Background: an optimization exercise with open tools, aiming at small area, a short achievable clock period and few clock cycles per item. Do not read the settings as production practice. Function was checked by simulation only, so behaviour that the tests miss may differ from the original. Power and IR drop assume default switching activity.

<file path="flow/run.sh">
#!/bin/bash
set -euo pipefail
MARGIN=${MARGIN:-11}
bash standard.sh SETUP_SLACK_MARGIN=$MARGIN finish > standard_flow.log 2>&1
</file>
<file path="standard.sh">
#!/bin/bash
# synth_recipe.tcl (not shown) runs the flow's synth.tcl, then flattens the netlist and writes it again
# the make line also repeats each setting of config.mk as NAME=value (left out here)
make -C /OpenROAD-flow-scripts/flow DESIGN_CONFIG=/design/flow/config.mk WORK_HOME=/design/flow/orfs CLKGATE_MAP_FILE= SYNTH_SCRIPT=/design/flow/synth_recipe.tcl "${@:-finish}"
</file>
<file path="config.mk">
export PLATFORM = sky130hd
export DESIGN_NAME = mlp_backprop_trainer_top
export DESIGN_NICKNAME = mlp_backprop_trainer_top
export VERILOG_FILES = /design/flow/design.v
export SDC_FILE = /design/flow/constraint.sdc
export NUM_CORES = 4
export LEC_CHECK = 0
export CAP_MARGIN = 20
export CORE_MARGIN = 2
export CORE_UTILIZATION = 42
export PLACE_DENSITY = 0.55
export SLEW_MARGIN = 20
export TNS_END_PERCENT = 0
</file>
<file path="constraint.sdc">
create_clock -name core_clock -period 16.0 [get_ports {clk}]
set_input_delay 3.2000 -clock core_clock [delete_from_list [all_inputs] [get_ports {clk}]]
set_output_delay 3.2000 -clock core_clock [all_outputs]
set_load 0.01 [all_outputs]
</file>
<file path="design.v">
package mbt_pkg;
  localparam int IN_CNT  = 4;
  localparam int HID_W   = 4;
  localparam int HID_D   = 3;
  localparam int OUT_CNT = 3;
  localparam int FEAT_N  = 4;
  localparam int SCORE_N = 3;
  localparam int MAX_FI = (IN_CNT > HID_W) ? IN_CNT : HID_W;
  localparam int MAX_N  = (MAX_FI > OUT_CNT) ? MAX_FI : OUT_CNT;
  localparam int HBASE   = HID_W * (IN_CNT + 1);
  localparam int HSTRIDE = HID_W * (HID_W + 1);
  localparam int W_TOTAL = HBASE + (HID_D - 1) * HSTRIDE + OUT_CNT * (HID_W + 1);
  localparam int WA_W   = $clog2(W_TOTAL);
  localparam int LAY_W  = $clog2(HID_D + 2);
  localparam int NRN_W  = (MAX_N > 1) ? $clog2(MAX_N) : 1;
  localparam int TAP_W  = $clog2(MAX_FI + 1);
  localparam int ACT_N  = (HID_D + 2) * MAX_N;
  localparam int ACT_IW = $clog2(ACT_N);
  localparam int DLT_N  = (HID_D + 1) * MAX_N;
  localparam int DLT_IW = $clog2(DLT_N);
  localparam int W_W   = 16;
  localparam int ACT_W = 17;
  localparam int Q_W   = 11;
  localparam int LR_W  = 11;
  localparam int MA_W  = 28;
  localparam int MB_W  = 17;
  localparam int PR_W  = MA_W + MB_W;
  localparam int ONE_Q10 = 1024;
  localparam logic [LR_W-1:0] LR_RESET = 11'd51;
  localparam logic [1:0] OP_TRAIN = 2'd1;
  localparam logic [1:0] OP_WRITE = 2'd2;
endpackage
import mbt_pkg::*;
module mlp_backprop_trainer_top (
  input  logic                      clk,
  input  logic                      rst_n,
  input  logic                      in_valid,
  output logic                      in_ready,
  input  logic [1:0]                in_action,
  input  logic signed [15:0]        in_feature_a,
  input  logic signed [15:0]        in_feature_b,
  input  logic signed [15:0]        in_feature_c,
  input  logic signed [15:0]        in_feature_d,
  input  logic [10:0]               in_target_a,
  input  logic [10:0]               in_target_b,
  input  logic [10:0]               in_target_c,
  input  logic [6:0]                in_weight_index,
  input  logic signed [15:0]        in_weight_value,
  output logic                      out_valid,
  input  logic                      out_ready,
  output logic [10:0]               out_score_a,
  output logic [10:0]               out_score_b,
  output logic [10:0]               out_score_c,
  input  logic                      cfg_wr_en,
  input  logic [mbt_pkg::LR_W-1:0]  cfg_wr_data
);
  function automatic logic [10:0] sig_y_lut(input logic [7:0] idx);
    logic [10:0] r;
    case (idx)
      8'd0: r = 11'd0;
      8'd1: r = 11'd0;
      8'd2: r = 11'd0;
      8'd3: r = 11'd0;
      8'd4: r = 11'd0;
      8'd5: r = 11'd0;
      8'd6: r = 11'd0;
      8'd7: r = 11'd1;
      8'd8: r = 11'd1;
      8'd9: r = 11'd1;
      8'd10: r = 11'd1;
      8'd11: r = 11'd1;
      8'd12: r = 11'd1;
      8'd13: r = 11'd1;
      8'd14: r = 11'd1;
      8'd15: r = 11'd1;
      8'd16: r = 11'd1;
      8'd17: r = 11'd1;
      8'd18: r = 11'd1;
      8'd19: r = 11'd1;
      8'd20: r = 11'd1;
      8'd21: r = 11'd1;
      8'd22: r = 11'd1;
      8'd23: r = 11'd1;
      8'd24: r = 11'd2;
      8'd25: r = 11'd2;
      8'd26: r = 11'd2;
      8'd27: r = 11'd2;
      8'd28: r = 11'd2;
      8'd29: r = 11'd2;
      8'd30: r = 11'd2;
      8'd31: r = 11'd2;
      8'd32: r = 11'd3;
      8'd33: r = 11'd3;
      8'd34: r = 11'd3;
      8'd35: r = 11'd3;
      8'd36: r = 11'd3;
      8'd37: r = 11'd3;
      8'd38: r = 11'd4;
      8'd39: r = 11'd4;
      8'd40: r = 11'd4;
      8'd41: r = 11'd4;
      8'd42: r = 11'd5;
      8'd43: r = 11'd5;
      8'd44: r = 11'd5;
      8'd45: r = 11'd6;
      8'd46: r = 11'd6;
      8'd47: r = 11'd6;
      8'd48: r = 11'd7;
      8'd49: r = 11'd7;
      8'd50: r = 11'd8;
      8'd51: r = 11'd8;
      8'd52: r = 11'd9;
      8'd53: r = 11'd9;
      8'd54: r = 11'd10;
      8'd55: r = 11'd11;
      8'd56: r = 11'd11;
      8'd57: r = 11'd12;
      8'd58: r = 11'd13;
      8'd59: r = 11'd14;
      8'd60: r = 11'd14;
      8'd61: r = 11'd15;
      8'd62: r = 11'd16;
      8'd63: r = 11'd17;
      8'd64: r = 11'd18;
      8'd65: r = 11'd20;
      8'd66: r = 11'd21;
      8'd67: r = 11'd22;
      8'd68: r = 11'd24;
      8'd69: r = 11'd25;
      8'd70: r = 11'd27;
      8'd71: r = 11'd28;
      8'd72: r = 11'd30;
      8'd73: r = 11'd32;
      8'd74: r = 11'd34;
      8'd75: r = 11'd36;
      8'd76: r = 11'd38;
      8'd77: r = 11'd41;
      8'd78: r = 11'd43;
      8'd79: r = 11'd46;
      8'd80: r = 11'd49;
      8'd81: r = 11'd52;
      8'd82: r = 11'd55;
      8'd83: r = 11'd58;
      8'd84: r = 11'd62;
      8'd85: r = 11'd65;
      8'd86: r = 11'd69;
      8'd87: r = 11'd73;
      8'd88: r = 11'd78;
      8'd89: r = 11'd82;
      8'd90: r = 11'd87;
      8'd91: r = 11'd92;
      8'd92: r = 11'd98;
      8'd93: r = 11'd103;
      8'd94: r = 11'd109;
      8'd95: r = 11'd116;
      8'd96: r = 11'd122;
      8'd97: r = 11'd129;
      8'd98: r = 11'd136;
      8'd99: r = 11'd144;
      8'd100: r = 11'd152;
      8'd101: r = 11'd160;
      8'd102: r = 11'd168;
      8'd103: r = 11'd177;
      8'd104: r = 11'd187;
      8'd105: r = 11'd197;
      8'd106: r = 11'd207;
      8'd107: r = 11'd217;
      8'd108: r = 11'd228;
      8'd109: r = 11'd239;
      8'd110: r = 11'd251;
      8'd111: r = 11'd263;
      8'd112: r = 11'd275;
      8'd113: r = 11'd288;
      8'd114: r = 11'd301;
      8'd115: r = 11'd315;
      8'd116: r = 11'd329;
      8'd117: r = 11'd343;
      8'd118: r = 11'd357;
      8'd119: r = 11'd372;
      8'd120: r = 11'd387;
      8'd121: r = 11'd402;
      8'd122: r = 11'd417;
      8'd123: r = 11'd433;
      8'd124: r = 11'd448;
      8'd125: r = 11'd464;
      8'd126: r = 11'd480;
      8'd127: r = 11'd496;
      8'd128: r = 11'd512;
      8'd129: r = 11'd528;
      8'd130: r = 11'd544;
      8'd131: r = 11'd560;
      8'd132: r = 11'd576;
      8'd133: r = 11'd591;
      8'd134: r = 11'd607;
      8'd135: r = 11'd622;
      8'd136: r = 11'd637;
      8'd137: r = 11'd652;
      8'd138: r = 11'd667;
      8'd139: r = 11'd681;
      8'd140: r = 11'd695;
      8'd141: r = 11'd709;
      8'd142: r = 11'd723;
      8'd143: r = 11'd736;
      8'd144: r = 11'd749;
      8'd145: r = 11'd761;
      8'd146: r = 11'd773;
      8'd147: r = 11'd785;
      8'd148: r = 11'd796;
      8'd149: r = 11'd807;
      8'd150: r = 11'd817;
      8'd151: r = 11'd827;
      8'd152: r = 11'd837;
      8'd153: r = 11'd847;
      8'd154: r = 11'd856;
      8'd155: r = 11'd864;
      8'd156: r = 11'd872;
      8'd157: r = 11'd880;
      8'd158: r = 11'd888;
      8'd159: r = 11'd895;
      8'd160: r = 11'd902;
      8'd161: r = 11'd908;
      8'd162: r = 11'd915;
      8'd163: r = 11'd921;
      8'd164: r = 11'd926;
      8'd165: r = 11'd932;
      8'd166: r = 11'd937;
      8'd167: r = 11'd942;
      8'd168: r = 11'd946;
      8'd169: r = 11'd951;
      8'd170: r = 11'd955;
      8'd171: r = 11'd959;
      8'd172: r = 11'd962;
      8'd173: r = 11'd966;
      8'd174: r = 11'd969;
      8'd175: r = 11'd972;
      8'd176: r = 11'd975;
      8'd177: r = 11'd978;
      8'd178: r = 11'd981;
      8'd179: r = 11'd983;
      8'd180: r = 11'd986;
      8'd181: r = 11'd988;
      8'd182: r = 11'd990;
      8'd183: r = 11'd992;
      8'd184: r = 11'd994;
      8'd185: r = 11'd996;
      8'd186: r = 11'd997;
      8'd187: r = 11'd999;
      8'd188: r = 11'd1000;
      8'd189: r = 11'd1002;
      8'd190: r = 11'd1003;
      8'd191: r = 11'd1004;
      8'd192: r = 11'd1006;
      8'd193: r = 11'd1007;
      8'd194: r = 11'd1008;
      8'd195: r = 11'd1009;
      8'd196: r = 11'd1010;
      8'd197: r = 11'd1010;
      8'd198: r = 11'd1011;
      8'd199: r = 11'd1012;
      8'd200: r = 11'd1013;
      8'd201: r = 11'd1013;
      8'd202: r = 11'd1014;
      8'd203: r = 11'd1015;
      8'd204: r = 11'd1015;
      8'd205: r = 11'd1016;
      8'd206: r = 11'd1016;
      8'd207: r = 11'd1017;
      8'd208: r = 11'd1017;
      8'd209: r = 11'd1018;
      8'd210: r = 11'd1018;
      8'd211: r = 11'd1018;
      8'd212: r = 11'd1019;
      8'd213: r = 11'd1019;
      8'd214: r = 11'd1019;
      8'd215: r = 11'd1020;
      8'd216: r = 11'd1020;
      8'd217: r = 11'd1020;
      8'd218: r = 11'd1020;
      8'd219: r = 11'd1021;
      8'd220: r = 11'd1021;
      8'd221: r = 11'd1021;
      8'd222: r = 11'd1021;
      8'd223: r = 11'd1021;
      8'd224: r = 11'd1021;
      8'd225: r = 11'd1022;
      8'd226: r = 11'd1022;
      8'd227: r = 11'd1022;
      8'd228: r = 11'd1022;
      8'd229: r = 11'd1022;
      8'd230: r = 11'd1022;
      8'd231: r = 11'd1022;
      8'd232: r = 11'd1022;
      8'd233: r = 11'd1023;
      8'd234: r = 11'd1023;
      8'd235: r = 11'd1023;
      8'd236: r = 11'd1023;
      8'd237: r = 11'd1023;
      8'd238: r = 11'd1023;
      8'd239: r = 11'd1023;
      8'd240: r = 11'd1023;
      8'd241: r = 11'd1023;
      8'd242: r = 11'd1023;
      8'd243: r = 11'd1023;
      8'd244: r = 11'd1023;
      8'd245: r = 11'd1023;
      8'd246: r = 11'd1023;
      8'd247: r = 11'd1023;
      8'd248: r = 11'd1023;
      8'd249: r = 11'd1023;
      8'd250: r = 11'd1024;
      8'd251: r = 11'd1024;
      8'd252: r = 11'd1024;
      8'd253: r = 11'd1024;
      8'd254: r = 11'd1024;
      8'd255: r = 11'd1024;
      default: r = '0;
    endcase
    sig_y_lut = r;
  endfunction
  function automatic logic [8:0] sig_d_lut(input logic [7:0] idx);
    logic [8:0] r;
    case (idx)
      8'd0: r = 9'd0;
      8'd1: r = 9'd0;
      8'd2: r = 9'd0;
      8'd3: r = 9'd0;
      8'd4: r = 9'd0;
      8'd5: r = 9'd0;
      8'd6: r = 9'd0;
      8'd7: r = 9'd1;
      8'd8: r = 9'd1;
      8'd9: r = 9'd1;
      8'd10: r = 9'd1;
      8'd11: r = 9'd1;
      8'd12: r = 9'd1;
      8'd13: r = 9'd1;
      8'd14: r = 9'd1;
      8'd15: r = 9'd1;
      8'd16: r = 9'd1;
      8'd17: r = 9'd1;
      8'd18: r = 9'd1;
      8'd19: r = 9'd1;
      8'd20: r = 9'd1;
      8'd21: r = 9'd1;
      8'd22: r = 9'd1;
      8'd23: r = 9'd1;
      8'd24: r = 9'd2;
      8'd25: r = 9'd2;
      8'd26: r = 9'd2;
      8'd27: r = 9'd2;
      8'd28: r = 9'd2;
      8'd29: r = 9'd2;
      8'd30: r = 9'd2;
      8'd31: r = 9'd2;
      8'd32: r = 9'd3;
      8'd33: r = 9'd3;
      8'd34: r = 9'd3;
      8'd35: r = 9'd3;
      8'd36: r = 9'd3;
      8'd37: r = 9'd3;
      8'd38: r = 9'd4;
      8'd39: r = 9'd4;
      8'd40: r = 9'd4;
      8'd41: r = 9'd4;
      8'd42: r = 9'd5;
      8'd43: r = 9'd5;
      8'd44: r = 9'd5;
      8'd45: r = 9'd6;
      8'd46: r = 9'd6;
      8'd47: r = 9'd6;
      8'd48: r = 9'd7;
      8'd49: r = 9'd7;
      8'd50: r = 9'd8;
      8'd51: r = 9'd8;
      8'd52: r = 9'd9;
      8'd53: r = 9'd9;
      8'd54: r = 9'd10;
      8'd55: r = 9'd11;
      8'd56: r = 9'd11;
      8'd57: r = 9'd12;
      8'd58: r = 9'd13;
      8'd59: r = 9'd14;
      8'd60: r = 9'd14;
      8'd61: r = 9'd15;
      8'd62: r = 9'd16;
      8'd63: r = 9'd17;
      8'd64: r = 9'd18;
      8'd65: r = 9'd20;
      8'd66: r = 9'd21;
      8'd67: r = 9'd22;
      8'd68: r = 9'd23;
      8'd69: r = 9'd24;
      8'd70: r = 9'd26;
      8'd71: r = 9'd27;
      8'd72: r = 9'd29;
      8'd73: r = 9'd31;
      8'd74: r = 9'd33;
      8'd75: r = 9'd35;
      8'd76: r = 9'd37;
      8'd77: r = 9'd39;
      8'd78: r = 9'd41;
      8'd79: r = 9'd44;
      8'd80: r = 9'd47;
      8'd81: r = 9'd49;
      8'd82: r = 9'd52;
      8'd83: r = 9'd55;
      8'd84: r = 9'd58;
      8'd85: r = 9'd61;
      8'd86: r = 9'd64;
      8'd87: r = 9'd68;
      8'd88: r = 9'd72;
      8'd89: r = 9'd75;
      8'd90: r = 9'd80;
      8'd91: r = 9'd84;
      8'd92: r = 9'd89;
      8'd93: r = 9'd93;
      8'd94: r = 9'd97;
      8'd95: r = 9'd103;
      8'd96: r = 9'd107;
      8'd97: r = 9'd113;
      8'd98: r = 9'd118;
      8'd99: r = 9'd124;
      8'd100: r = 9'd129;
      8'd101: r = 9'd135;
      8'd102: r = 9'd140;
      8'd103: r = 9'd146;
      8'd104: r = 9'd153;
      8'd105: r = 9'd159;
      8'd106: r = 9'd165;
      8'd107: r = 9'd171;
      8'd108: r = 9'd177;
      8'd109: r = 9'd183;
      8'd110: r = 9'd189;
      8'd111: r = 9'd195;
      8'd112: r = 9'd201;
      8'd113: r = 9'd207;
      8'd114: r = 9'd213;
      8'd115: r = 9'd218;
      8'd116: r = 9'd223;
      8'd117: r = 9'd228;
      8'd118: r = 9'd233;
      8'd119: r = 9'd237;
      8'd120: r = 9'd241;
      8'd121: r = 9'd244;
      8'd122: r = 9'd247;
      8'd123: r = 9'd250;
      8'd124: r = 9'd252;
      8'd125: r = 9'd254;
      8'd126: r = 9'd255;
      8'd127: r = 9'd256;
      8'd128: r = 9'd256;
      8'd129: r = 9'd256;
      8'd130: r = 9'd255;
      8'd131: r = 9'd254;
      8'd132: r = 9'd252;
      8'd133: r = 9'd250;
      8'd134: r = 9'd247;
      8'd135: r = 9'd244;
      8'd136: r = 9'd241;
      8'd137: r = 9'd237;
      8'd138: r = 9'd233;
      8'd139: r = 9'd228;
      8'd140: r = 9'd223;
      8'd141: r = 9'd218;
      8'd142: r = 9'd213;
      8'd143: r = 9'd207;
      8'd144: r = 9'd201;
      8'd145: r = 9'd195;
      8'd146: r = 9'd189;
      8'd147: r = 9'd183;
      8'd148: r = 9'd177;
      8'd149: r = 9'd171;
      8'd150: r = 9'd165;
      8'd151: r = 9'd159;
      8'd152: r = 9'd153;
      8'd153: r = 9'd146;
      8'd154: r = 9'd140;
      8'd155: r = 9'd135;
      8'd156: r = 9'd129;
      8'd157: r = 9'd124;
      8'd158: r = 9'd118;
      8'd159: r = 9'd113;
      8'd160: r = 9'd107;
      8'd161: r = 9'd103;
      8'd162: r = 9'd97;
      8'd163: r = 9'd93;
      8'd164: r = 9'd89;
      8'd165: r = 9'd84;
      8'd166: r = 9'd80;
      8'd167: r = 9'd75;
      8'd168: r = 9'd72;
      8'd169: r = 9'd68;
      8'd170: r = 9'd64;
      8'd171: r = 9'd61;
      8'd172: r = 9'd58;
      8'd173: r = 9'd55;
      8'd174: r = 9'd52;
      8'd175: r = 9'd49;
      8'd176: r = 9'd47;
      8'd177: r = 9'd44;
      8'd178: r = 9'd41;
      8'd179: r = 9'd39;
      8'd180: r = 9'd37;
      8'd181: r = 9'd35;
      8'd182: r = 9'd33;
      8'd183: r = 9'd31;
      8'd184: r = 9'd29;
      8'd185: r = 9'd27;
      8'd186: r = 9'd26;
      8'd187: r = 9'd24;
      8'd188: r = 9'd23;
      8'd189: r = 9'd22;
      8'd190: r = 9'd21;
      8'd191: r = 9'd20;
      8'd192: r = 9'd18;
      8'd193: r = 9'd17;
      8'd194: r = 9'd16;
      8'd195: r = 9'd15;
      8'd196: r = 9'd14;
      8'd197: r = 9'd14;
      8'd198: r = 9'd13;
      8'd199: r = 9'd12;
      8'd200: r = 9'd11;
      8'd201: r = 9'd11;
      8'd202: r = 9'd10;
      8'd203: r = 9'd9;
      8'd204: r = 9'd9;
      8'd205: r = 9'd8;
      8'd206: r = 9'd8;
      8'd207: r = 9'd7;
      8'd208: r = 9'd7;
      8'd209: r = 9'd6;
      8'd210: r = 9'd6;
      8'd211: r = 9'd6;
      8'd212: r = 9'd5;
      8'd213: r = 9'd5;
      8'd214: r = 9'd5;
      8'd215: r = 9'd4;
      8'd216: r = 9'd4;
      8'd217: r = 9'd4;
      8'd218: r = 9'd4;
      8'd219: r = 9'd3;
      8'd220: r = 9'd3;
      8'd221: r = 9'd3;
      8'd222: r = 9'd3;
      8'd223: r = 9'd3;
      8'd224: r = 9'd3;
      8'd225: r = 9'd2;
      8'd226: r = 9'd2;
      8'd227: r = 9'd2;
      8'd228: r = 9'd2;
      8'd229: r = 9'd2;
      8'd230: r = 9'd2;
      8'd231: r = 9'd2;
      8'd232: r = 9'd2;
      8'd233: r = 9'd1;
      8'd234: r = 9'd1;
      8'd235: r = 9'd1;
      8'd236: r = 9'd1;
      8'd237: r = 9'd1;
      8'd238: r = 9'd1;
      8'd239: r = 9'd1;
      8'd240: r = 9'd1;
      8'd241: r = 9'd1;
      8'd242: r = 9'd1;
      8'd243: r = 9'd1;
      8'd244: r = 9'd1;
      8'd245: r = 9'd1;
      8'd246: r = 9'd1;
      8'd247: r = 9'd1;
      8'd248: r = 9'd1;
      8'd249: r = 9'd1;
      8'd250: r = 9'd0;
      8'd251: r = 9'd0;
      8'd252: r = 9'd0;
      8'd253: r = 9'd0;
      8'd254: r = 9'd0;
      8'd255: r = 9'd0;
      default: r = '0;
    endcase
    sig_d_lut = r;
  endfunction
  function automatic logic [19:0] sig_slope(input logic signed [15:0] z);
    logic [15:0] u;
    logic [19:0] r;
    u = 16'(z + 16'sd8192);
    if (z < -16'sd8192) begin
      r = {sig_d_lut(8'd0), sig_y_lut(8'd0)};
    end else if (z >= 16'sd8192) begin
      r = {9'd0, 11'd1024};
    end else begin
      r = {sig_d_lut(u[13:6]), sig_y_lut(u[13:6])};
    end
    sig_slope = r;
  endfunction
  function automatic logic signed [15:0] sh10_sat34(input logic signed [33:0] v);
    logic signed [23:0] s;
    logic signed [15:0] r;
    s = 24'(v >>> 10);
    if (s > 24'sd32767)       r = 16'sh7FFF;
    else if (s < -24'sd32768) r = 16'sh8000;
    else                      r = s[15:0];
    sh10_sat34 = r;
  endfunction
  function automatic logic signed [15:0] sat24(input logic signed [23:0] s);
    logic signed [15:0] r;
    if (s > 24'sd32767)       r = 16'sh7FFF;
    else if (s < -24'sd32768) r = 16'sh8000;
    else                      r = s[15:0];
    sat24 = r;
  endfunction
  function automatic logic [85:0] csa43(input logic [42:0] x, input logic [42:0] y,
                                        input logic [42:0] z);
    logic [42:0] sm, cy;
    sm = x ^ y ^ z;
    cy = ((x & y) | (x & z) | (y & z)) << 1;
    csa43 = {cy, sm};
  endfunction
  localparam logic [2:0] OP_NOP  = 3'd0;
  localparam logic [2:0] OP_FWD  = 3'd1;
  localparam logic [2:0] OP_D3   = 3'd2;
  localparam logic [2:0] OP_EMAC = 3'd3;
  localparam logic [2:0] OP_QC   = 3'd4;
  localparam logic [2:0] OP_DM   = 3'd5;
  localparam logic [2:0] OP_UPD  = 3'd6;
  localparam logic [5:0] T_END_INF = 6'd20;
  localparam logic [5:0] T_END_TRN = 6'd48;
  typedef struct packed {
    logic [2:0] op;
    logic [1:0] lay;     
    logic [1:0] idx;     
    logic [3:0] row;     
    logic       first;   
    logic       last;    
  } ctl_t;
  function automatic logic [12:0] mk(input logic [2:0] op, input int lay, input int idx,
                                     input int row, input logic first, input logic last);
    mk = {op, 2'(lay), 2'(idx), 4'(row), first, last};
  endfunction
  function automatic ctl_t sched(input logic [5:0] t, input logic train);
    ctl_t c;
    c = mk(OP_NOP, 0, 0, 0, 1'b0, 1'b0);
    case (t)
      6'd0, 6'd1, 6'd2, 6'd3:     c = mk(OP_FWD, 0, int'(t),      int'(t),      1'b0, 1'b0);
      6'd4:                       c = mk(OP_QC,  0, 0, 0, 1'b0, 1'b0);
      6'd6, 6'd7, 6'd8, 6'd9:     c = mk(OP_FWD, 1, int'(t) - 6,  int'(t) - 2,  1'b0, 1'b0);
      6'd10:                      c = mk(OP_QC,  1, 0, 0, 1'b0, 1'b0);
      6'd12, 6'd13, 6'd14, 6'd15: c = mk(OP_FWD, 2, int'(t) - 12, int'(t) - 4,  1'b0, 1'b0);
      6'd16:                      c = mk(OP_QC,  2, 0, 0, 1'b0, 1'b0);
      6'd18, 6'd19:               c = mk(OP_FWD, 3, int'(t) - 18, int'(t) - 6,  1'b0, 1'b0);
      6'd20:                      c = mk(OP_FWD, 3, 2,            14,           1'b0, 1'b1);
      6'd21:                      c = mk(OP_QC,  3, 0, 0, 1'b0, 1'b0);
      default: begin
        if (train) begin
          case (t)
            6'd23, 6'd24, 6'd25:    c = mk(OP_EMAC, 3, int'(t) - 23, int'(t) - 11,
                                           t == 6'd23, t == 6'd25);
            6'd26, 6'd27, 6'd28:    c = mk(OP_UPD,  3, int'(t) - 26, int'(t) - 14, 1'b0, 1'b0);
            6'd29, 6'd30, 6'd31, 6'd32:
                                    c = mk(OP_EMAC, 2, int'(t) - 29, int'(t) - 21,
                                           t == 6'd29, t == 6'd32);
            6'd33, 6'd34, 6'd35:    c = mk(OP_UPD,  2, int'(t) - 33, int'(t) - 25, 1'b0, 1'b0);
            6'd36, 6'd37, 6'd38, 6'd39:
                                    c = mk(OP_EMAC, 1, int'(t) - 36, int'(t) - 32,
                                           t == 6'd36, t == 6'd39);
            6'd40:                  c = mk(OP_UPD,  2, 3, 11, 1'b0, 1'b0);
            6'd41, 6'd42:           c = mk(OP_UPD,  1, int'(t) - 41, int'(t) - 37, 1'b0, 1'b0);
            6'd43, 6'd44, 6'd45, 6'd46:
                                    c = mk(OP_UPD,  0, int'(t) - 43, int'(t) - 43, 1'b0, 1'b0);
            6'd47, 6'd48:           c = mk(OP_UPD,  1, int'(t) - 45, int'(t) - 41, 1'b0, 1'b0);
            default: ;
          endcase
        end
      end
    endcase
    sched = c;
  endfunction
  typedef struct packed {
    logic [7:0]  a;    
    logic [6:0]  b;    
    logic [3:0]  q;    
    logic [15:0] d;    
  } sel_t;
  function automatic logic [1:0] dslot(input logic [1:0] l);
    dslot = (l == 2'd0) ? 2'd3 : l;
  endfunction
  function automatic sel_t sel_of(input ctl_t c);
    sel_t r;
    r = '0;
    case (c.op)
      OP_FWD:  begin r.a[c.lay[0]] = 1'b1; r.b[0] = 1'b1; end
      OP_EMAC: begin r.a[4] = 1'b1; r.b[0] = 1'b1; r.d[{dslot(c.lay), c.idx}] = 1'b1; end
      OP_QC:   begin r.a[c.lay[0]] = 1'b1; r.b[5] = 1'b1; end
      OP_UPD:  begin r.a[7] = 1'b1; r.q[c.lay] = 1'b1; r.b[6] = 1'b1; r.d[{dslot(c.lay), c.idx}] = 1'b1; end
      default: ;
    endcase
    sel_of = r;
  endfunction
  logic              busy_r, train_r, in_ready_r, window_r, clear_r;
  logic [5:0]        t_r;
  ctl_t              ic_r, sc_r, s2_r;    
  sel_t              sel_r;               
  logic              du_v_r;              
  logic [1:0]        du_lay_r;            
  logic [3:0]        du3_r;               
  logic [LR_W-1:0]   lr_r;
  logic [LR_W-1:0]   lr_item_q;         
  logic [4:0][14:0][15:0] W;             
  logic signed [15:0] wr_q  [5];        
  logic signed [15:0] ws_q  [5];        
  logic [42:0]        ps_q  [4];        
  logic [42:0]        pc_q  [4];
  logic signed [33:0] acc_q [4];
  logic signed [15:0] dux_q [4];        
  logic [8:0]         dus_q [4];        
  logic [25:0]        dds_q [4];        
  logic [25:0]        ddc_q [4];
  logic               du_vb_r;          
  logic [1:0]         du_layb_r;
  logic [3:0]         du3b_r;
  logic signed [15:0] d_q   [1:3][4];   
  logic signed [26:0] q0_q  [4];        
  logic [20:0]        q_q   [1:3][4];   
  logic signed [15:0] ae_q  [4];        
  logic [10:0]        ao_q  [4];        
  logic [8:0]         slp_q [1:3][4];   
  logic [10:0]        tgt_q [3];
  logic [10:0]        res_q [2];
  logic [27:0]        p4s_q, p4c_q;     
  logic [1:0]         qlay_q;           
  logic               wr_v_r;
  logic [3:0]         wr_row_r;
  logic [2:0]         wr_lane_r;
  logic signed [15:0] wr_val_r;
  logic               out_valid_r, pend_v_r;
  logic [10:0]        out_q [3];
  logic [10:0]        pend_q[3];
  logic       accept, acc_item, acc_wr;
  logic [5:0] t_end;
  logic       cont;
  logic       busy_n, train_n;
  logic [5:0] t_n;
  ctl_t       ic_n, nxt_sched;
  assign accept   = in_valid && in_ready_r;
  assign acc_item = accept && (in_action != OP_WRITE);
  assign acc_wr   = accept && (in_action == OP_WRITE);
  assign t_end    = train_r ? T_END_TRN : T_END_INF;
  assign cont     = busy_r && (t_r != t_end);
  assign nxt_sched = sched(6'(t_r + 1'b1), train_r);
  always_comb begin
    busy_n  = busy_r;
    train_n = train_r;
    t_n     = 6'(t_r + 1'b1);
    if (acc_item) begin
      busy_n  = 1'b1;
      train_n = (in_action == OP_TRAIN);
      t_n     = '0;
    end else if (!cont) begin
      busy_n  = 1'b0;
    end
    if (acc_item)  ic_n = mk(OP_FWD, 0, 0, 0, 1'b0, 1'b0);
    else if (cont) ic_n = nxt_sched;
    else           ic_n = mk(OP_NOP, 0, 0, 0, 1'b0, 1'b0);
  end
  logic [3:0] pf_row;
  assign pf_row = cont ? nxt_sched.row : 4'd0;
  logic        push_r, out_free, pend_v_n;
  logic [10:0] y_fwd;
  logic [8:0]  slope_fwd;
  logic [10:0] pdata [3];
  assign push_r   = (s2_r.op == OP_FWD) && s2_r.last;
  assign out_free = !out_valid_r || out_ready;
  assign pdata[0] = res_q[0];
  assign pdata[1] = res_q[1];
  assign pdata[2] = y_fwd;
  logic [1:0] nif_r, nif_n;
  logic pend_hold_r, out_valid_n, pend_hold_n;
  logic out_ld_pend, out_ld_new, pend_ld, pend_new;
  assign nif_n = 2'(nif_r + {1'b0, acc_item} - {1'b0, push_r});
  always_comb begin
    out_ld_pend = 1'b0;
    out_ld_new  = 1'b0;
    pend_ld     = 1'b0;
    pend_new    = 1'b0;
    pend_v_n    = pend_v_r;
    pend_hold_n = pend_hold_r;
    out_valid_n = out_valid_r && !out_ready;
    if (pend_v_r && pend_hold_r) begin
      if (push_r) begin
        out_ld_new  = 1'b1;
        out_valid_n = 1'b1;
        pend_hold_n = 1'b0;
      end
    end else if (pend_v_r) begin
      if (out_free) begin
        out_ld_pend = 1'b1;
        out_valid_n = 1'b1;
        pend_v_n    = push_r;
        pend_ld     = push_r;
        pend_new    = push_r;
      end
    end else begin
      if (push_r && acc_wr) begin
        out_ld_new  = 1'b1;
        out_valid_n = 1'b1;
        pend_ld     = 1'b1;
        pend_v_n    = 1'b1;
      end else if (push_r || (acc_wr && nif_r == 2'd0)) begin
        if (out_free) begin
          out_ld_new  = 1'b1;
          out_valid_n = 1'b1;
        end else begin
          pend_ld  = 1'b1;
          pend_new = push_r;
          pend_v_n = 1'b1;
        end
      end else if (acc_wr) begin
        pend_ld     = 1'b1;
        pend_v_n    = 1'b1;
        pend_hold_n = 1'b1;
      end
    end
  end
  logic wr_v_n, upd_s, ext_w;
  assign upd_s  = (sc_r.op == OP_UPD);
  assign ext_w  = wr_v_r && !upd_s;
  assign wr_v_n = acc_wr ? (in_weight_index < 7'd75) : (wr_v_r && upd_s);
  logic in_ready_n, window;
  always_comb begin
    if (acc_item)  window = 1'b0;
    else if (cont) window = (6'(t_r + 1'b1) == t_end);
    else           window = 1'b1;
    in_ready_n = window && !(wr_v_n && (ic_r.op == OP_UPD))
               && (3'(nif_n) + 3'(out_valid_n) + 3'(pend_v_n) <= 3'd1);
  end
  always_ff @(posedge clk) begin
    if (!rst_n) begin
      busy_r      <= 1'b0;
      train_r     <= 1'b0;
      t_r         <= '0;
      ic_r        <= mk(OP_NOP, 0, 0, 0, 1'b0, 1'b0);
      sel_r       <= '0;
      sc_r        <= mk(OP_NOP, 0, 0, 0, 1'b0, 1'b0);
      s2_r        <= mk(OP_NOP, 0, 0, 0, 1'b0, 1'b0);
      du_v_r      <= 1'b0;
      du3_r       <= '0;
      du_vb_r     <= 1'b0;
      du3b_r      <= '0;
      in_ready_r  <= 1'b0;
      window_r    <= 1'b0;
      out_valid_r <= 1'b0;
      pend_v_r    <= 1'b0;
      pend_hold_r <= 1'b0;
      nif_r       <= '0;
      wr_v_r      <= 1'b0;
      lr_r        <= LR_RESET;
    end else begin
      busy_r     <= busy_n;
      train_r    <= train_n;
      t_r        <= t_n;
      ic_r       <= ic_n;
      sel_r      <= sel_of(ic_n);
      sc_r       <= ic_r;
      s2_r       <= sc_r;
      du_v_r     <= (sc_r.op == OP_EMAC) && sc_r.last;
      du_vb_r    <= du_v_r;
      du3b_r     <= du3_r;
      for (int k = 0; k < 4; k++)
        du3_r[k] <= (s2_r.op == OP_FWD) && (s2_r.lay == 2'd3) && (s2_r.idx == 2'(k));
      in_ready_r <= in_ready_n;
      window_r   <= window;
      pend_v_r   <= pend_v_n;
      pend_hold_r <= pend_hold_n;
      nif_r      <= nif_n;
      wr_v_r     <= wr_v_n;
      out_valid_r <= out_valid_n;
      if (cfg_wr_en) lr_r <= cfg_wr_data;
    end
  end
  always_ff @(posedge clk) begin
    clear_r  <= !rst_n;
    du_lay_r <= sc_r.lay - 2'd1;
    du_layb_r <= du_lay_r;
  end
  always_ff @(posedge clk) begin
    for (int k = 0; k < 3; k++) begin
      if (out_ld_pend)     out_q[k] <= pend_q[k];
      else if (out_ld_new) out_q[k] <= push_r ? pdata[k] : 11'd0;
      if (pend_ld)         pend_q[k] <= pend_new ? pdata[k] : 11'd0;
    end
  end
  always_ff @(posedge clk) begin
    if (in_ready_r) begin
      wr_row_r  <= 4'(in_weight_index / 7'd5);
      wr_lane_r <= 3'(in_weight_index % 7'd5);
      wr_val_r  <= in_weight_value;
    end
    if (window_r) begin
      lr_item_q <= lr_r;
      ae_q[0]   <= in_feature_a;
      ae_q[1]   <= in_feature_b;
      ae_q[2]   <= in_feature_c;
      ae_q[3]   <= in_feature_d;
      tgt_q[0]  <= in_target_a;
      tgt_q[1]  <= in_target_b;
      tgt_q[2]  <= in_target_c;
    end
  end
  logic signed [15:0] upd_w [5];
  logic signed [15:0] wbus  [5];
  always_comb begin
    for (int j = 0; j < 5; j++) begin
      if (clear_r)    wbus[j] = '0;
      else if (upd_s) wbus[j] = upd_w[j];
      else            wbus[j] = wr_val_r;
    end
  end
  always_ff @(posedge clk) begin
    for (int j = 0; j < 5; j++) begin
      for (int r = 0; r < 15; r++) begin
        if (clear_r || (upd_s && sc_r.row == 4'(r)) ||
            (ext_w && wr_lane_r == 3'(j) && wr_row_r == 4'(r))) begin
          W[j][r] <= wbus[j];
        end
      end
    end
  end
  always_ff @(posedge clk) begin
    for (int j = 0; j < 5; j++) begin
      if (wr_v_r && wr_lane_r == 3'(j) && wr_row_r == pf_row) wr_q[j] <= wr_val_r;
      else wr_q[j] <= $signed(W[j][pf_row]);
      ws_q[j] <= wr_q[j];
    end
  end
  logic signed [15:0] d_bc, d_bc_n;
  sel_t               sel_n;
  logic signed [15:0] du_d_w [4];
  logic [15:0]        dw;
  logic [3:0]         byp_l;
  logic signed [15:0] d_st, d_du;
  always_comb begin
    sel_n = sel_of(ic_n);
    for (int k = 0; k < 16; k++) begin
      dw[k] = (k / 4 != 0) && (du3b_r[k % 4] ? (k / 4 == 3)
                                             : (du_vb_r && dslot(du_layb_r) == 2'(k / 4)));
    end
    byp_l = '0;
    d_st  = '0;
    d_du  = '0;
    for (int k = 4; k < 16; k++) begin
      byp_l[k % 4] |= sel_n.d[k] & dw[k];
      d_st |= {16{sel_n.d[k]}} & d_q[k / 4][k % 4];
    end
    for (int k = 0; k < 4; k++) d_du |= {16{byp_l[k]}} & du_d_w[k];
    d_bc_n = (|byp_l) ? d_du : d_st;
  end
  logic signed [15:0] d_bc_q;
  always_ff @(posedge clk) begin
    d_bc_q <= d_bc_n;
  end
  assign d_bc = d_bc_q;
  logic [27:0] p4_s, p4_c;
  mbt_pmul u_pmul (.a(d_bc), .b($signed({1'b0, lr_item_q})), .s(p4_s), .c(p4_c));
  always_ff @(posedge clk) begin
    p4s_q <= p4_s;
    p4c_q <= p4_c;
  end
  for (genvar j = 0; j < 4; j++) begin : g_lane
    logic signed [26:0] mul_a;
    logic signed [15:0] mul_b;
    logic signed [26:0] q_sel;
    always_comb begin
      q_sel = ({27{sel_r.q[0]}} & q0_q[j])
            | ({27{sel_r.q[1]}} & 27'(q_q[1][j]))
            | ({27{sel_r.q[2]}} & 27'(q_q[2][j]))
            | ({27{sel_r.q[3]}} & 27'(q_q[3][j]));
      mul_a = ({27{sel_r.a[0]}} & 27'(ae_q[j]))
            | ({27{sel_r.a[1]}} & 27'(ao_q[j]))
            | ({27{sel_r.a[4]}} & 27'(d_bc))
            | ({27{sel_r.a[7]}} & q_sel);
      mul_b = ({16{sel_r.b[0]}} & wr_q[j])
            | ({16{sel_r.b[5]}} & {5'b0, lr_item_q})
            | ({16{sel_r.b[6]}} & d_bc);
    end
    logic [42:0] mul_s, mul_c;
    mbt_bmul u_mul (.a(mul_a), .b(mul_b), .s(mul_s), .c(mul_c));
    always_ff @(posedge clk) begin
      ps_q[j] <= mul_s;
      pc_q[j] <= mul_c;
    end
    logic signed [33:0] acc_v;
    logic signed [23:0] upd_s24;
    logic [42:0]        acc_cs_s, acc_cs_c;
    logic [26:0]        prod;
    logic [42:0]        upd_cs_s, upd_cs_c, upd_t;
    logic [33:0]        prod_r;
    assign {acc_cs_c, acc_cs_s} = csa43(43'(sc_r.first ? 34'sd512 : acc_q[j]), ps_q[j], pc_q[j]);
    assign acc_v   = 34'(acc_cs_s[33:0] + acc_cs_c[33:0]);
    assign prod    = ps_q[j][26:0] + pc_q[j][26:0];
    assign prod_r  = 34'(ps_q[j][33:0] + pc_q[j][33:0] + 34'd512);
    assign {upd_cs_c, upd_cs_s} = csa43(ps_q[j], pc_q[j], 43'($signed({ws_q[j], 20'h80000})));
    assign upd_t   = upd_cs_s + upd_cs_c;
    assign upd_s24 = 24'($signed(upd_t[42:20]));
    assign upd_w[j] = sat24(upd_s24);
    always_ff @(posedge clk) begin
      case (sc_r.op)
        OP_EMAC: begin
          acc_q[j] <= acc_v;
        end
        OP_QC: begin
          if (sc_r.lay == 2'd0) q0_q[j] <= prod[26:0];
          else q_q[sc_r.lay][j] <= prod[20:0];
        end
        default: ;
      endcase
    end
    always_ff @(posedge clk) begin
      if (j < 3 && s2_r.op == OP_FWD && s2_r.lay == 2'd3 && s2_r.idx == 2'(j)) begin
        dux_q[j] <= 16'($signed({1'b0, tgt_q[(j < 3) ? j : 0]}) - $signed({1'b0, y_fwd}));
        dus_q[j] <= slope_fwd;
      end else if (sc_r.op == OP_EMAC && sc_r.last) begin
        dux_q[j] <= sh10_sat34(acc_v);
        case (sc_r.lay)
          2'd3:    dus_q[j] <= slp_q[3][j];
          2'd2:    dus_q[j] <= slp_q[2][j];
          default: dus_q[j] <= slp_q[1][j];
        endcase
      end
    end
    logic [25:0]        du_s26, du_c26, du_t;
    logic signed [15:0] du_d;
    mbt_dmul u_dmul (.a(dux_q[j]), .b($signed({1'b0, dus_q[j]})), .s(du_s26), .c(du_c26));
    always_ff @(posedge clk) begin
      dds_q[j] <= du_s26;
      ddc_q[j] <= du_c26;
    end
    assign du_t = dds_q[j] + ddc_q[j];
    assign du_d = $signed(du_t[25:10]);
    assign du_d_w[j] = du_d;
    always_ff @(posedge clk) begin
      if (du3b_r[j])      d_q[3][j] <= du_d;
      else if (du_vb_r)   d_q[dslot(du_layb_r)][j] <= du_d;
    end
  end
  logic signed [27:0] upd4_t;
  logic [42:0] upd4_cs_s, upd4_cs_c;
  assign {upd4_cs_c, upd4_cs_s} = csa43(43'(p4s_q), 43'(p4c_q), 43'($signed({ws_q[4], 10'd512})));
  assign upd4_t   = 28'(upd4_cs_s[27:0] + upd4_cs_c[27:0]);
  assign upd_w[4] = sat24(24'(upd4_t >>> 10));
  logic signed [34:0] fsum;
  logic signed [15:0] z_fwd;
  logic [19:0]        ss_fwd;
  logic [42:0] f1 [6];
  logic [42:0] f2 [4];
  logic [42:0] f3 [3];
  logic [42:0] f4 [2];
  assign {f1[1], f1[0]} = csa43(ps_q[0], pc_q[0], ps_q[1]);
  assign {f1[3], f1[2]} = csa43(pc_q[1], ps_q[2], pc_q[2]);
  assign {f1[5], f1[4]} = csa43(ps_q[3], pc_q[3], 43'($signed({ws_q[4], 10'd512})));
  assign {f2[1], f2[0]} = csa43(f1[0], f1[1], f1[2]);
  assign {f2[3], f2[2]} = csa43(f1[3], f1[4], f1[5]);
  assign {f3[1], f3[0]} = csa43(f2[0], f2[1], f2[2]);
  assign f3[2] = f2[3];
  assign {f4[1], f4[0]} = csa43(f3[0], f3[1], f3[2]);
  assign fsum = 35'(f4[0][34:0] + f4[1][34:0]);
  logic signed [33:0] fsum_q;
  always_ff @(posedge clk) begin
    fsum_q <= fsum[33:0];
  end
  assign z_fwd     = sh10_sat34(fsum_q);
  assign ss_fwd    = sig_slope(z_fwd);
  assign y_fwd     = ss_fwd[10:0];
  assign slope_fwd = ss_fwd[19:11];
  always_ff @(posedge clk) begin
    if (s2_r.op == OP_FWD) begin
      case (s2_r.lay)
        2'd0: begin ao_q[s2_r.idx] <= y_fwd; slp_q[1][s2_r.idx] <= slope_fwd; end
        2'd1: begin ae_q[s2_r.idx] <= 16'(y_fwd); slp_q[2][s2_r.idx] <= slope_fwd; end
        2'd2: begin ao_q[s2_r.idx] <= y_fwd; slp_q[3][s2_r.idx] <= slope_fwd; end
        default: begin
          if (s2_r.idx < 2'd2) res_q[s2_r.idx[0]] <= y_fwd;
        end
      endcase
    end
  end
  assign in_ready    = in_ready_r;
  assign out_valid   = out_valid_r;
  assign out_score_a = out_q[0];
  assign out_score_b = out_q[1];
  assign out_score_c = out_q[2];
endmodule
module mbt_bmul (
  input  logic signed [26:0] a,
  input  logic signed [15:0] b,
  output logic [42:0]        s,
  output logic [42:0]        c
);
  localparam logic [42:0] SIGN_K = 43'h55558000000;
  logic [42:0] r [9];
  function automatic logic [85:0] csa(input logic [42:0] x, input logic [42:0] y,
                                      input logic [42:0] z);
    logic [42:0] sm, cy;
    sm = x ^ y ^ z;
    cy = ((x & y) | (x & z) | (y & z)) << 1;
    csa = {cy, sm};
  endfunction
  always_comb begin
    logic [42:0] corr;
    corr = '0;
    for (int i = 0; i < 8; i++) begin
      logic b0, b1, b2, neg, one, two;
      logic [27:0] x, y;
      b0 = (i == 0) ? 1'b0 : b[(i == 0) ? 0 : 2 * i - 1];
      b1 = b[2 * i];
      b2 = b[2 * i + 1];
      neg = b2 & ~(b1 & b0);
      one = b1 ^ b0;
      two = (b2 & ~b1 & ~b0) | (~b2 & b1 & b0);
      x = one ? {a[26], a} : (two ? {a, 1'b0} : 28'd0);
      y = neg ? ~x : x;
      r[i] = 43'({~y[27], y[26:0]}) << (2 * i);
      corr[2 * i] = neg;
    end
    r[8] = SIGN_K | corr;
  end
  logic [42:0] t0_0s, t0_0c;
  logic [42:0] t0_1s, t0_1c;
  logic [42:0] t0_2s, t0_2c;
  logic [42:0] t1_0s, t1_0c;
  logic [42:0] t1_1s, t1_1c;
  logic [42:0] t2_0s, t2_0c;
  logic [42:0] t3_0s, t3_0c;
  assign {t0_0c, t0_0s} = csa(r[0], r[1], r[2]);
  assign {t0_1c, t0_1s} = csa(r[3], r[4], r[5]);
  assign {t0_2c, t0_2s} = csa(r[6], r[7], r[8]);
  assign {t1_0c, t1_0s} = csa(t0_0s, t0_0c, t0_1s);
  assign {t1_1c, t1_1s} = csa(t0_1c, t0_2s, t0_2c);
  assign {t2_0c, t2_0s} = csa(t1_0s, t1_0c, t1_1s);
  assign {t3_0c, t3_0s} = csa(t2_0s, t2_0c, t1_1c);
  assign s = t3_0s;
  assign c = t3_0c;
endmodule
module mbt_dmul (
  input  logic signed [15:0] a,
  input  logic signed [9:0] b,
  output logic [25:0]        s,
  output logic [25:0]        c
);
  localparam logic [25:0] SIGN_K = 26'h2ab0200;
  logic [25:0] r [6];
  function automatic logic [51:0] csa(input logic [25:0] x, input logic [25:0] y,
                                      input logic [25:0] z);
    logic [25:0] sm, cy;
    sm = x ^ y ^ z;
    cy = ((x & y) | (x & z) | (y & z)) << 1;
    csa = {cy, sm};
  endfunction
  always_comb begin
    logic [25:0] corr;
    corr = '0;
    for (int i = 0; i < 5; i++) begin
      logic b0, b1, b2, neg, one, two;
      logic [16:0] x, y;
      b0 = (i == 0) ? 1'b0 : b[(i == 0) ? 0 : 2 * i - 1];
      b1 = b[2 * i];
      b2 = b[2 * i + 1];
      neg = b2 & ~(b1 & b0);
      one = b1 ^ b0;
      two = (b2 & ~b1 & ~b0) | (~b2 & b1 & b0);
      x = one ? {a[15], a} : (two ? {a, 1'b0} : 17'd0);
      y = neg ? ~x : x;
      r[i] = 26'({~y[16], y[15:0]}) << (2 * i);
      corr[2 * i] = neg;
    end
    r[5] = SIGN_K | corr;
  end
  logic [25:0] t0_0s, t0_0c;
  logic [25:0] t0_1s, t0_1c;
  logic [25:0] t1_0s, t1_0c;
  logic [25:0] t2_0s, t2_0c;
  assign {t0_0c, t0_0s} = csa(r[0], r[1], r[2]);
  assign {t0_1c, t0_1s} = csa(r[3], r[4], r[5]);
  assign {t1_0c, t1_0s} = csa(t0_0s, t0_0c, t0_1s);
  assign {t2_0c, t2_0s} = csa(t1_0s, t1_0c, t0_1c);
  assign s = t2_0s;
  assign c = t2_0c;
endmodule
module mbt_pmul (
  input  logic signed [15:0] a,
  input  logic signed [11:0] b,
  output logic [27:0]        s,
  output logic [27:0]        c
);
  localparam logic [27:0] SIGN_K = 28'haab0000;
  logic [27:0] r [7];
  function automatic logic [55:0] csa(input logic [27:0] x, input logic [27:0] y,
                                      input logic [27:0] z);
    logic [27:0] sm, cy;
    sm = x ^ y ^ z;
    cy = ((x & y) | (x & z) | (y & z)) << 1;
    csa = {cy, sm};
  endfunction
  always_comb begin
    logic [27:0] corr;
    corr = '0;
    for (int i = 0; i < 6; i++) begin
      logic b0, b1, b2, neg, one, two;
      logic [16:0] x, y;
      b0 = (i == 0) ? 1'b0 : b[(i == 0) ? 0 : 2 * i - 1];
      b1 = b[2 * i];
      b2 = b[2 * i + 1];
      neg = b2 & ~(b1 & b0);
      one = b1 ^ b0;
      two = (b2 & ~b1 & ~b0) | (~b2 & b1 & b0);
      x = one ? {a[15], a} : (two ? {a, 1'b0} : 17'd0);
      y = neg ? ~x : x;
      r[i] = 28'({~y[16], y[15:0]}) << (2 * i);
      corr[2 * i] = neg;
    end
    r[6] = SIGN_K | corr;
  end
  logic [27:0] t0_0s, t0_0c;
  logic [27:0] t0_1s, t0_1c;
  logic [27:0] t1_0s, t1_0c;
  logic [27:0] t2_0s, t2_0c;
  logic [27:0] t3_0s, t3_0c;
  assign {t0_0c, t0_0s} = csa(r[0], r[1], r[2]);
  assign {t0_1c, t0_1s} = csa(r[3], r[4], r[5]);
  assign {t1_0c, t1_0s} = csa(t0_0s, t0_0c, t0_1s);
  assign {t2_0c, t2_0s} = csa(t1_0s, t1_0c, t0_1c);
  assign {t3_0c, t3_0s} = csa(t2_0s, t2_0c, r[6]);
  assign s = t3_0s;
  assign c = t3_0c;
endmodule
</file>
==> run notes <==
## state kept, by name, summed over array words and instances (netlist names), 80 cells and up
signal	flops
ws_q	80
dds_q	92
d_q	192
ps_q	172
wr_q	80
q_q	252
slp_q	108
acc_q	136
ddc_q	92
pc_q	156
q0_q	108
W	1200
## cell usage after synthesis (719+ instances only)
master / instances
sky130_fd_sc_hd__inv_1: 1394
sky130_fd_sc_hd__nor3_1: 988
sky130_fd_sc_hd__o21ai_0: 719
sky130_fd_sc_hd__nor2_1: 1231
sky130_fd_sc_hd__nand2_1: 1575
sky130_fd_sc_hd__edfxtp_1: 2359
sky130_fd_sc_hd__dfxtp_1: 844
sky130_fd_sc_hd__clkbuf_1: 1037
sky130_fd_sc_hd__xnor2_1: 848
sky130_fd_sc_hd__a21oi_1: 1681
sky130_fd_sc_hd__fa_1: 1303
sky130_fd_sc_hd__ha_1: 1101
## final timing paths
path,end,start,cells past startpoint,slack (ns)
max,fsum_q[31],pc_q[3][15],21,10.20
min,ws_q[4][14],wr_q[4][14],0,0.32
max reg2reg,fsum_q[31],pc_q[3][15],21,10.20
min reg2reg,ws_q[4][14],wr_q[4][14],0,0.32
## worst max-delay path, cell delays in order, from the launching register on
cell and delay, ns:
sky130_fd_sc_hd__dfxtp_4 0.35, sky130_fd_sc_hd__fa_2 0.74, sky130_fd_sc_hd__inv_2 0.06, sky130_fd_sc_hd__fa_2 0.56, sky130_fd_sc_hd__fa_1 0.41, sky130_fd_sc_hd__inv_1 0.07
sky130_fd_sc_hd__fa_1 0.44, sky130_fd_sc_hd__ha_4 0.24, sky130_fd_sc_hd__a21o_1 0.16, sky130_fd_sc_hd__a21o_1 0.18, sky130_fd_sc_hd__a211o_1 0.34, sky130_fd_sc_hd__nor3_4 0.18
sky130_fd_sc_hd__a21oi_4 0.11, sky130_fd_sc_hd__o21a_1 0.24, sky130_fd_sc_hd__o211a_1 0.25, sky130_fd_sc_hd__o21a_1 0.24, sky130_fd_sc_hd__nor4_2 0.16, sky130_fd_sc_hd__or4_1 0.18
sky130_fd_sc_hd__nand3_2 0.11, sky130_fd_sc_hd__buf_4 0.16, sky130_fd_sc_hd__buf_4 0.13, sky130_fd_sc_hd__a21oi_4 0.32
## routing by layer
layer  share of wire [%]  GRT usage, %  vias to the layer above
met5               0.027             0                        -
met3                 9.4         5.732                     1542
met4                 6.4         15.97                       24
li1                    -             -                    68520
met1                  41         41.05                    77800
met2                  44         45.66                     7580
## power by group
part | switching, mW | internal [mW]
registers | 0.908 | 10.2
logic | 12.7 | 6.59
clock network | 3.71 | 4.85
total | 17.3 | 21.6
## metrics by stage
| stage | worst slack [ns] | util (%) | std cells |
|---|---|---|---|
| final | 10.20 | 47.60 | 26220 |
| after global routing | 10.08 | 47.58 | 26180 |
| after CTS | 10.14 | 47.20 | 26110 |
| after detailed placement | 7.306 | 44.23 | 25350 |
| after global placement | 7.462 | 44.20 | 25350 |
| after floorplan | 9.082 | - | 19490 |
## kinds of logic after synthesis
kind of cell	count (synthesis)	synth area share (%)
AND/OR/NAND/NOR	5018	11.19
AO/OA/AOI/OAI	4333	13.30
flip-flops	3203	42.81
buffers and inverters	2621	4.834
adder cells (fa/ha/maj)	2404	19.45
XOR/XNOR	1554	6.652
multiplexers	352	1.770
## timing repair
| action | CTS | global route |
|---|---|---|
| endpoints found under the setup margin | 1826 | 1744 |
| buffers inserted | 69 | 56 |
| cloned | 13 | 13 |
| resized for setup | 362 | 204 |
| hold buffers | 0 | 0 |
| pin swaps | 61 | 59 |
## final cells by class
| class | count | share of cell area, % |
|---|---|---|
| inverters | 1402 | 2.292 |
| well taps | 6450 | 3.489 |
| flip-flops and latches | 3203 | 38.00 |
| clock inverters | 182 | 0.8954 |
| clock buffers | 490 | 4.318 |
| diodes | 32 | 0.03462 |
| multi-input cells | 13670 | 47.69 |
| repair buffers | 789 | 3.278 |
==> impl_summary.txt <==
----------------------------------------------------
[Finish]
  Most frequent standard cell in the layout excluding fill and tap cells ... sky130_fd_sc_hd__edfxtp_1
  Final layout net count ... between 20000 and 25000
  Highest-count cells in the layout ignoring fill and taps ... sky130_fd_sc_hd__edfxtp_1 (2359), sky130_fd_sc_hd__a21oi_1 (1617), sky130_fd_sc_hd__nand2_1 (1563)
  Fillcell total ... ~45000
  Area of the multi-input gates ... ~110000 µm²
  Post-layout instance area ... between 200000 and 250000 µm²
  Share of post-route cells with drive strength above 1 ... under 10%
  Layout Area Growth over Synthesis ... 12.85%
  Sequential cell area ... between 80000 and 90000 µm²

[Timing]
  Actual transition at the worst max-transition pin ... approximately 1.4 ns
  Hold violation total from the final report ... 0
  Portion of the clock cycle consumed by the worst path in the final layout ... between 30% and 40%
  Achievable clock frequency ... between 0.15 and 0.2 GHz
  Post-Route Hold Slack ... about 0.32 ns
  Setup Viol. Count Final ... 0
  Unrepaired setup endpoints after global routing ... yes
  Setup Skew ... roughly 0.1 ns
  Max Transition Viols Final ... 0
  Clock period minus worst slack ... between 5 and 6 ns
  Setup tns final ... 0 ns
  Worst slew margin relative to its limit ... 6.635%

[Drt]
  Iter 0 DRT Violations ... 18500
  Number of detailed-routing iterations run before antenna repair ... 9
  Final wirelength ... 766800 µm
  Number of routed nets with antenna violations ... 0
  Via count normalized by instance count ... 5.930
  Total vias in the final route ... approximately 160k
  Average detailed-routed wire length per instance ... between 20 and 30 µm
  Post-route DRC ... 0

[Status]
  Run status ... timing/DRC/antenna clean

[Worst setup path]
  Worst setup SP type ... flip-flop
  Path type of the worst setup path ... flip-flop to flip-flop
  Data required time at the worst endpoint ... around 17 ns
  Arrival time at the worst endpoint ... 6.65 ns
  Type of element capturing the critical path ... flip-flop
  Crit-path max FO ... 3

[Global routing]
  Number of antenna violations at the first check in global routing ... 50
  Overall Global Routing Usage ... 30.16%
  Overflow after GRT ... 0
  Largest net degree at the start of global routing ... 149
  Vias in the first global route ... 147700
  Wire length of the first global-routing pass ... ~1100000 µm

[Placed design]
  Hpwl dp ... roughly 540000 µm
  Placed inst area ... about 210000 µm²
  Count of input and output buffers ... between 150 and 200
  Routability congestion estimate from global placement ... about 0.96

[Synth]
  Post-Syn Nets ... 22030
  Main area contributors after synthesis ... sky130_fd_sc_hd__edfxtp_1 (35%), sky130_fd_sc_hd__fa_1 (13%), sky130_fd_sc_hd__dfxtp_1 (8.2%)
  Share of synthesized area occupied by flip-flops and latches ... roughly 43%
  EDFF count, synth ... between 2000 and 2500
  Synthesized flop and latch total ... roughly 3200
  Commonest register cell after synthesis ... sky130_fd_sc_hd__edfxtp_1
  Post-synthesis instance area ... roughly 200000 µm²
  Area share of the largest cell type after synthesis ... about a third
  Share of synthesized flip-flops with an asynchronous set or reset ... 0%
  Count of unique library cells instantiated by Yosys ... approximately 110
  Gate Count Post-Synth ... ~19000
  Mean instance size in the synthesized netlist ... ~11 µm²
  Top cell type by total area after synthesis ... sky130_fd_sc_hd__edfxtp_1
  Warning count from the yosys run ... 49

[Clocking]
  Clock root buffer master ... sky130_fd_sc_hd__clkbuf_16
  Longest Clk Path Bufs ... 4
  Number of H-tree levels ... 5
  TritonCTS clock tree ... done
  Clock latency reported for the late side of the worst-skew pair ... roughly 1.1 ns
  Num Clock Sinks ... 3203
  TritonCTS buffer count ... 359
  Clock slew seen by the registers of the worst setup and hold paths ... about 0.070 ns

[Die]
  Placeable core area ... ~500000 µm²
  Starting density of the core ... 42.18%
  Area of the die ... just under 500000 µm²
  Row Count ... approximately 260
  Overall die width ... between 700 and 800 µm
  Chip height ... 702.5 µm
  I/O pin count ... between 150 and 200

[Pwr]
  Post-route total power ... just under 40 mW
  Power density cells ... approximately 170 nW/µm²
  Maximum resistive drop on vdd ... ~0.94 mV
  Static leakage power ... 91.48 nW

[Hold path]
  Worst Hold Class ... flip-flop to flip-flop

[Flow run]
  Max-cap check violation count ... 0

----------------------------------------------------
Testbench counts, summed over its fixed seeds: cycles 39,236, items 1,560.

-- port drivers added, routing unchanged --
Ports are ideal in the flow. The routed layout listed here was re-timed in OpenROAD. Step 1: set_driving_cell puts a clkbuf_16 on clk and a buf_2 on each other input, an assumption about the parent block. Step 2 adds t to the input delays and takes it off the output delays; t is the mean of the earliest and latest rising clock arrival at the registers after step 1. Input paths then give back, and output paths get back, about the clock's delay inside the block. a / b / c = ideal ports / drivers / drivers and shift; a / b = the first two.
t, ns: 1.123
slack for setup (ns): 10.200 / 10.200 / 9.204
latest minus earliest clock arrival (ns): 0.126 / 0.127
After both steps this run still meets setup and hold. For this run, drivers alone change the setup slack by 0.000 ns; drivers and shift together by -0.996 ns.
